Background: an optimization exercise with open tools, aiming at small area. Do not read the settings as production practice. The RTL was checked by simulation tests, not by an equivalence proof against the original design. No activity file was given, so power comes from the tool's default toggle rates.

alpha:
// id_stage
module id_stage (
  input  logic        clk,
  input  logic        rst,
  input  logic [31:0] instD,
  input  logic [31:0] pcD,
  input  logic [31:0] pcplus4D,
  input  logic        regwriteW,
  input  logic [4:0]  rdW,
  input  logic [31:0] resultW,
  input  logic        flushE,
  output logic        regwriteE,
  output logic        memwriteE,
  output logic        resultsrcE,
  output logic        branchE,
  output logic        alusrcE,
  output logic [2:0]  alucontrolE,
  output logic [31:0] rd1E,
  output logic [31:0] rd2E,
  output logic [31:0] immextE,
  output logic [31:0] pcE,
  output logic [31:0] pcplus4E,
  output logic [4:0]  rs1E,
  output logic [4:0]  rs2E,
  output logic [4:0]  rdE
);
Size in the first run: ~3600 cells after synthesis, roughly 1100 flip-flops, about 320 I/O pins, roughly 44000 µm² of cells after synthesis.
clock: 5.0 ns
lec_check: 0
cap_margin: 20
core_margin: 2
core_utilization: 55
slew_margin: 20
synth_hierarchical: 1
standard.sh (not shown) runs the stock make flow with config.mk's settings and CLKGATE_MAP_FILE= SYNTH_SCRIPT=/design/flow/synth_recipe.tcl, a recipe that flattens the netlist after the stock synthesis.
==> flow/flow/run.sh <==
#!/bin/bash
export BUFFER_PORTS_ARGS="-buffer_cell sky130_fd_sc_hd__buf_1"
export CTS_ARGS="-sink_clustering_enable -repair_clock_nets -dont_use_dummy_load -buf_list sky130_fd_sc_hd__clkbuf_16 -sink_clustering_size 25 -sink_clustering_max_diameter 80"
bash standard.sh > standard.log 2>&1
alpha | stages: all done | timing, DRC, antenna: all pass
#### Input delta (beta over alpha)
Settings: CORE_UTILIZATION: 55 -> 40.
Results
- Measured against alpha, the filler cell count of beta comes out at 1.6 times the reference value.
- In the flow results for alpha and beta, the setup slack of the most critical reg-to-reg path is smaller on alpha.
- The final reports for beta and alpha show final setup slack of the worst path higher in the former.
- Note that the sum of routed wire segments on met1 recorded for alpha amounts to 0.899 times the value seen in beta.
- Side by side, global-route usage turned out lower in beta than in alpha.
- Of alpha and beta, alpha shows the lower transition time at the pin with the least slew margin, with beta above it.

---

id_stage, a different RTL version from the one above (not shown whole).
Size: roughly 1100 flip-flops, roughly 320 I/O pins.
## id_stage
module id_stage (
  input  logic        clk,
  input  logic        rst,
  input  logic [31:0] instD,
  input  logic [31:0] pcD,
  input  logic [31:0] pcplus4D,
  input  logic        regwriteW,
  input  logic [4:0]  rdW,
  input  logic [31:0] resultW,
  input  logic        flushE,
  output logic        regwriteE,
  output logic        memwriteE,
  output logic        resultsrcE,
  output logic        branchE,
  output logic        alusrcE,
  output logic [2:0]  alucontrolE,
  output logic [31:0] rd1E,
  output logic [31:0] rd2E,
  output logic [31:0] immextE,
  output logic [31:0] pcE,
  output logic [31:0] pcplus4E,
  output logic [4:0]  rs1E,
  output logic [4:0]  rs2E,
  output logic [4:0]  rdE
);
  localparam logic [6:0] OP_R      = 7'b0110011;
  localparam logic [6:0] OP_I_ALU  = 7'b0010011;
  localparam logic [6:0] OP_LOAD   = 7'b0000011;
  localparam logic [6:0] OP_STORE  = 7'b0100011;
  localparam logic [6:0] OP_BRANCH = 7'b1100011;
  localparam logic [2:0] ALU_ADD = 3'b000;
  localparam logic [2:0] ALU_SUB = 3'b001;
  localparam logic [2:0] ALU_AND = 3'b010;
  localparam logic [2:0] ALU_OR  = 3'b011;
  localparam logic [2:0] ALU_SLT = 3'b101;
  logic [6:0] opcode;
  logic [2:0] funct3;
  assign opcode = instD[6:0];
  assign funct3 = instD[14:12];
  function automatic logic [2:0] alu_from_funct3(input logic [2:0] f3, input logic sub_sel);
    case (f3)
      3'b000:  alu_from_funct3 = sub_sel ? ALU_SUB : ALU_ADD;
      3'b111:  alu_from_funct3 = ALU_AND;
      3'b110:  alu_from_funct3 = ALU_OR;
      3'b010:  alu_from_funct3 = ALU_SLT;
      default: alu_from_funct3 = ALU_ADD;
    endcase
  endfunction
  logic        rf_wen;
  logic [31:1] rf_we;
  logic [31:1] rf_vld;
  logic [31:0] rf_q [1:31];
  assign rf_wen = regwriteW && (rdW != 5'd0);
  logic [31:1] rf_nwe;
  logic [31:0] rf_d [1:31];
  genvar g;
  generate
    for (g = 1; g < 32; g++) begin : g_rf
      assign rf_we[g]  = rf_wen && (rdW == g);
      assign rf_nwe[g] = ~rf_we[g];
      rf_hold u_hold (.q(rf_q[g]), .w(resultW), .we(rf_we[g]), .nwe(rf_nwe[g]), .d(rf_d[g]));
      always_ff @(posedge clk) rf_q[g] <= rf_d[g];
    end
  endgenerate
  always_ff @(posedge clk or posedge rst) begin
    if (rst) rf_vld <= '0;
    else     rf_vld <= rf_vld | rf_we;
  ...
Settings: LEC_CHECK=0, CAP_MARGIN=20, CORE_MARGIN=2, CORE_UTILIZATION=40, SETUP_SLACK_MARGIN=0.1, SLEW_MARGIN=20, SYNTH_HIERARCHICAL=1; clock period 5.0 ns.
Scripts as last shown in full above: flow/flow/run.sh
Change:
- SETUP_SLACK_MARGIN: 0.1 -> not set
Flip-flop and latch count stays the same. Sequential power is about the same. Worst setup slack loses 0.15 ns. Wire length barely changes.

-- port drivers added, routing unchanged --
How much do the figures lean on ideal ports? The routed layouts below were timed once more, with nothing changed but the port constraints. Step 1 assumes that a clkbuf_16 drives the clock port and a buf_2 every other input. Step 2 adds t to the input delays and takes it off the output delays; t is the mean of the earliest and latest rising clock arrival at the registers after step 1. Input paths then give back, and output paths get back, about the clock's delay inside the block. a / b / c = no drivers / after step 1 / after step 2; a / b = the first two.
| run | shift t [ns] | setup WS [ns] | worst hold slack (ns) | worst setup path at the end | clock arrival spread, ns |
|---|---|---|---|---|---|
| alpha | 0.734 | 0.235 / 0.160 / 0.870 | 0.413 / 0.361 / 0.489 | input to register | 0.042 / 0.042 |
| beta | 0.746 | 0.321 / 0.247 / 0.993 | 0.378 / 0.328 / 0.488 | register to output | 0.080 / 0.080 |
| the first run of note 2 | 0.766 | 0.202 / 0.125 / 0.891 | 0.239 / 0.191 / 0.485 | register to output | 0.083 / 0.083 |
| the second run of note 2 | 0.765 | 0.049 / -0.028 / 0.737 | 0.237 / 0.190 / 0.484 | register to output | 0.082 / 0.082 |
After both steps every run listed still meets setup and hold.
